From an optimization exercise on the open Yosys and OpenROAD flow, aimed at small area and a short achievable clock period; shortcuts taken in it are not production practice.
Only simulation tests tie the RTL to the original design; equivalence was not proved.

rev 12:
==> flow/design.v <==
package branch_target_cache_pkg;
    localparam int DEF_ADDR_W    = 64;
    localparam int DEF_NUM_ENTRY = 16;
    typedef logic [DEF_ADDR_W-3:0] red_addr_t;
endpackage
module btc_eq #(
    parameter int W = 62
) (
    input  logic [W-1:0] a,
    input  logic [W-1:0] b,
    output logic         eq
);
    assign eq = (a == b);
endmodule
module btc_lookup #(
    parameter int N = 16,
    parameter int W = 62
) (
    input  logic [N-1:0]   match,      
    input  logic [N*W-1:0] data,       
    input  logic           lookup_ok,  
    input  logic           bp,         
    input  logic           bp_hit,     
    input  logic [W-1:0]   bp_tgt,
    input  logic [W+1:0]   pc_p4,
    input  logic [1:0]     pc_lo,
    output logic           hit,
    output logic [W+1:0]   target
);
    logic [W-1:0] hit_tgt;
    logic         hit_any, p4_sel;
    always_comb begin
        hit_tgt = '0;
        for (int i = 0; i < N; i++)
            hit_tgt = hit_tgt | (match[i] ? data[i*W +: W] : '0);
    end
    assign hit_any = (|match) && lookup_ok;
    assign p4_sel  = !hit_any && !bp;
    assign hit     = hit_any || bp_hit;
    assign target  = {(lookup_ok ? hit_tgt : '0) | (bp ? bp_tgt : '0) |
                      (p4_sel ? pc_p4[W+1:2] : '0),
                      hit ? 2'b00 : pc_lo};
endmodule
module btc_update #(
    parameter int N = 16
) (
    input  logic [N-1:0] eq,         
    input  logic [N-1:0] valid,
    output logic [N-1:0] match,
    output logic         match_any,
    output logic         all_valid
);
    assign match     = valid & eq;
    assign match_any = |match;
    assign all_valid = &valid;
endmodule
module btc_wsel #(
    parameter int N  = 16,
    parameter int IW = 4
) (
    input  logic [N-1:0]  match,      
    input  logic          match_any,
    input  logic [N-1:0]  valid,
    input  logic          all_valid,
    input  logic [IW-1:0] victim,
    input  logic          redirect,
    output logic [N-1:0]  wsel,
    output logic [N-1:0]  we
);
    logic [N-1:0] free_oh, victim_oh, new_oh;
    always_comb begin
        for (int i = 0; i < N; i++) begin
            free_oh[i]   = !valid[i] && ((valid & ((N'(1) << i) - N'(1))) == ((N'(1) << i) - N'(1)));
            victim_oh[i] = (victim == IW'(i));
        end
    end
    assign new_oh = all_valid ? victim_oh : free_oh;
    assign wsel   = match | (match_any ? '0 : new_oh);
    assign we     = redirect ? wsel : '0;
endmodule
module btc_evict #(
    parameter int N = 16
) (
    input  logic [N-1:0] eq,         
    input  logic [N-1:0] valid,
    input  logic         redirect,
    input  logic         arst,
    output logic         alloc,
    output logic         evict
);
    assign alloc = !arst && redirect;
    assign evict = alloc && !(|(valid & eq)) && (&valid);
endmodule
module btc_xor2 (input logic a, input logic b, output logic y);
    assign y = a ^ b;
endmodule
module btc_nor2 (input logic a, input logic b, output logic y);
    assign y = !(a || b);
endmodule
module btc_nand2 (input logic a, input logic b, output logic y);
    assign y = !(a && b);
endmodule
module btc_inv (input logic a, output logic y);
    assign y = !a;
endmodule
module btc_ne_tree #(
    parameter int W = 62
) (
    input  logic [W-1:0] a,
    input  logic [W-1:0] b,
    output logic         ne
);
    localparam int L = $clog2(W);    
    logic [W-1:0] node [L+1];
    for (genvar j = 0; j < W; j++) begin : g_x
        btc_xor2 u_x (.a(a[j]), .b(b[j]), .y(node[0][j]));
    end
    for (genvar lv = 1; lv <= L; lv++) begin : g_lv
        localparam int NI = (W + (1 << (lv - 1)) - 1) >> (lv - 1);   
        localparam int NO = (NI + 1) / 2;                             
        for (genvar j = 0; j < NO; j++) begin : g_n
            if (2 * j + 1 < NI) begin : g_pair
                if (lv % 2 == 1) begin : g_or
                    btc_nor2 u_g (.a(node[lv-1][2*j]), .b(node[lv-1][2*j+1]), .y(node[lv][j]));
                end else begin : g_and
                    btc_nand2 u_g (.a(node[lv-1][2*j]), .b(node[lv-1][2*j+1]), .y(node[lv][j]));
                end
            end else begin : g_odd
                btc_inv u_g (.a(node[lv-1][2*j]), .y(node[lv][j]));
            end
        end
        if (NO < W) begin : g_pad
            assign node[lv][W-1:NO] = '0;
        end
    end
    if (L % 2 == 1) begin : g_root_eq
        btc_inv u_root (.a(node[L][0]), .y(ne));
    end else begin : g_root_ne
        assign ne = node[L][0];
    end
endmodule
module btc_all_tree #(
    parameter int W = 64
) (
    input  logic [W-1:0] x,
    output logic         all
);
    localparam int L = $clog2(W);
    logic [W-1:0] node [L+1];
    assign node[0] = x;
    for (genvar lv = 1; lv <= L; lv++) begin : g_lv
        localparam int NI = (W + (1 << (lv - 1)) - 1) >> (lv - 1);
        localparam int NO = (NI + 1) / 2;
        for (genvar j = 0; j < NO; j++) begin : g_n
            if (2 * j + 1 < NI) begin : g_pair
                if (lv % 2 == 1) begin : g_nand
                    btc_nand2 u_g (.a(node[lv-1][2*j]), .b(node[lv-1][2*j+1]), .y(node[lv][j]));
                end else begin : g_nor
                    btc_nor2 u_g (.a(node[lv-1][2*j]), .b(node[lv-1][2*j+1]), .y(node[lv][j]));
                end
            end else begin : g_odd
                btc_inv u_g (.a(node[lv-1][2*j]), .y(node[lv][j]));
            end
        end
        if (NO < W) begin : g_pad
            assign node[lv][W-1:NO] = '0;
        end
    end
    if (L % 2 == 1) begin : g_root_odd
        btc_inv u_root (.a(node[L][0]), .y(all));
    end else begin : g_root_even
        assign all = node[L][0];
    end
endmodule
module btc_seq_bits #(
    parameter int A = 64
) (
    input  logic [A-1:0] cur,
    input  logic [A-1:0] nxt,
    output logic [A-1:0] ok
);
    assign ok[0] = nxt[0] == cur[0];
    assign ok[1] = nxt[1] == cur[1];
    assign ok[2] = nxt[2] ^ cur[2];
    for (genvar i = 3; i < A; i++) begin : g_bit
        assign ok[i] = (nxt[i] ^ cur[i]) == (cur[i-1] && !nxt[i-1]);
    end
endmodule
module branch_target_cache #(
    parameter int ADDR_W    = branch_target_cache_pkg::DEF_ADDR_W,
    parameter int NUM_ENTRY = branch_target_cache_pkg::DEF_NUM_ENTRY
) (
    input  logic                           clk_i,
    input  logic                           arst_i,
    input  logic                           flush_i,
    input  logic [ADDR_W-1:0]              pc_i,
    input  logic                           upd_valid_i,
    input  logic [ADDR_W-1:0]              upd_current_i,
    input  logic [ADDR_W-1:0]              upd_next_i,
    output logic                           hit_o,
    output logic [ADDR_W-1:0]              target_o,
    output logic                           alloc_o,
    output logic                           evict_o,
    output logic [$clog2(NUM_ENTRY+1)-1:0] count_o
);
    localparam int TW = ADDR_W - 2;
    localparam int N  = NUM_ENTRY;
    localparam int IW = $clog2(NUM_ENTRY);
    localparam int CW = $clog2(NUM_ENTRY + 1);
    logic [TW-1:0] tags    [N];
    logic [TW-1:0] targets [N];
    logic [N-1:0]  valid;
    logic [IW-1:0] victim;
    logic [CW-1:0] count;
    logic [TW-1:0] pc_tag, upd_tag, nxt_tag;
    logic [N-1:0]  pc_eq, upd_eq, upd_match, wsel;
    logic          match_any, all_valid, bp_eq, seq_ok, redirect, sequential;
    logic          lookup_ok, bp;
    logic [ADDR_W-1:0] pc_p4;
    logic [N*TW-1:0]   tgt_flat;
    assign pc_tag  = pc_i[ADDR_W-1:2];
    assign upd_tag = upd_current_i[ADDR_W-1:2];
    assign nxt_tag = upd_next_i[ADDR_W-1:2];
    assign pc_p4   = pc_i + ADDR_W'(4);
    logic [ADDR_W-1:0] seq_bits;
    btc_seq_bits #(.A(ADDR_W)) u_seq_bits (.cur(upd_current_i), .nxt(upd_next_i), .ok(seq_bits));
    btc_all_tree #(.W(ADDR_W)) u_seq (.x(seq_bits), .all(seq_ok));
    assign redirect   = upd_valid_i && !seq_ok;
    assign sequential = upd_valid_i && seq_ok;
    for (genvar i = 0; i < N; i++) begin : g_cmp
        logic pc_ne;
        btc_ne_tree #(.W(TW)) u_pc (.a(tags[i]), .b(pc_tag), .ne(pc_ne));
        assign pc_eq[i] = !pc_ne;
        logic upd_ne;
        btc_ne_tree #(.W(TW)) u_upd (.a(tags[i]), .b(upd_tag), .ne(upd_ne));
        assign upd_eq[i] = !upd_ne;
        assign tgt_flat[i*TW +: TW] = targets[i];
    end
    logic bp_ne;
    btc_ne_tree #(.W(TW)) u_bp (.a(upd_tag), .b(pc_tag), .ne(bp_ne));
    assign bp_eq = !bp_ne;
    assign bp        = !arst_i && upd_valid_i && bp_eq;
    assign lookup_ok = !arst_i && !(upd_valid_i && bp_eq);
    btc_lookup #(.N(N), .W(TW)) u_lookup (
        .match     (valid & pc_eq),
        .data      (tgt_flat),
        .lookup_ok (lookup_ok),
        .bp        (bp),
        .bp_hit    (bp && redirect),
        .bp_tgt    (nxt_tag),
        .pc_p4     (pc_p4),
        .pc_lo     (pc_i[1:0]),
        .hit       (hit_o),
        .target    (target_o)
    );
    btc_update #(.N(N)) u_update (
        .eq        (upd_eq),
        .valid     (valid),
        .match     (upd_match),
        .match_any (match_any),
        .all_valid (all_valid)
    );
    btc_evict #(.N(N)) u_evict (
        .eq        (upd_eq),
        .valid     (valid),
        .redirect  (redirect),
        .arst      (arst_i),
        .alloc     (alloc_o),
        .evict     (evict_o)
    );
    assign count_o = count;
    logic [N-1:0] we;
    btc_wsel #(.N(N), .IW(IW)) u_wsel (
        .match     (upd_match),
        .match_any (match_any),
        .valid     (valid),
        .all_valid (all_valid),
        .victim    (victim),
        .redirect  (redirect),
        .wsel      (wsel),
        .we        (we)
    );
    always_ff @(posedge clk_i or posedge arst_i) begin
        if (arst_i) begin
            valid  <= '0;
            count  <= '0;
            victim <= '0;
        end else if (flush_i) begin
            valid  <= '0;
            count  <= '0;
            victim <= '0;
        end else begin
            valid <= (valid & ~(sequential ? upd_match : '0)) | (redirect ? wsel : '0);
            if (redirect && !match_any && !all_valid)
                count <= count + CW'(1);
            else if (sequential && match_any)
                count <= count - CW'(1);
            if (redirect && !match_any && all_valid)
                victim <= victim + IW'(1);
        end
    end
    always_ff @(posedge clk_i) begin
        for (int i = 0; i < N; i++) begin
            if (we[i]) begin
                tags[i]    <= upd_tag;
                targets[i] <= nxt_tag;
            end
        end
    end
endmodule
Settings: LEC_CHECK=0, CAP_MARGIN=20, CORE_MARGIN=2, CORE_UTILIZATION=65, CTS_BUF_LIST=sky130_fd_sc_hd__clkbuf_16, CTS_CLUSTER_DIAMETER=80, CTS_CLUSTER_SIZE=25, PLACE_DENSITY=0.8, SLEW_MARGIN=20, SYNTH_HIERARCHICAL=1; clock period 15.0 ns.
standard.sh (not shown) runs the stock make flow with config.mk's settings and CLKGATE_MAP_FILE= SYNTH_SCRIPT=/design/flow/synth_recipe.tcl, a recipe that flattens the netlist after the stock synthesis.
==> flow/flow/run.sh <==
#!/bin/bash
set -euo pipefail
PB="BUFFER_PORTS_ARGS=-buffer_cell sky130_fd_sc_hd__buf_4"
bash standard.sh SETUP_SLACK_MARGIN=6.25 "$PB" cts > make_cts.log 2>&1
bash standard.sh SETUP_SLACK_MARGIN=4 "$PB" finish > make_finish.log 2>&1
Rev 12: all stages complete, timing, DRC and antenna checks passed
Relative to rev 12, the following input files were edited for rev 13:
Settings: CORE_UTILIZATION changed from 65 to 60.
## What came out
Against rev 12, rev 13 reports a area overhead of the layout relative to synthesis that is lower.
Compared with rev 12, rev 13 shows non-clock buffer count that has gone down by more than 10%.
The worst hold slack number comes out higher for rev 13 vs rev 12.
Per the comparison of rev 13 with rev 12, pin slew with the least headroom to its limit went down, number of rows created at floorplan went up.

## port drivers added, routing unchanged
No port has a modelled driver above. Below, the same layouts with a new extraction and two added sets of constraints. Step 1 (the two cells are an assumption about what drives the block):
set clk [get_ports {clk_i}]
set_driving_cell -lib_cell sky130_fd_sc_hd__clkbuf_16 $clk
set_driving_cell -lib_cell sky130_fd_sc_hd__buf_2 [delete_from_list [all_inputs] $clk]
Step 2 moves the port delays by t, midway between the first and last clock arrival at a register: inputs arrive t later, outputs are due t later. That takes back most of the time a late clock gives input paths. Three values: no drivers, after step 1, after step 2; two values: the first two.
run	shift t [ns]	setup slack, ns	worst setup path after step 2
rev 12	0.867	5.921 / 5.817 / 5.603	input to register
rev 13	0.857	6.040 / 5.976 / 5.976	input to output
After both steps every run listed still meets setup and hold. The setup slack of rev 12, which loses most, moves by -0.104 ns with the drivers and by -0.318 ns with both steps.
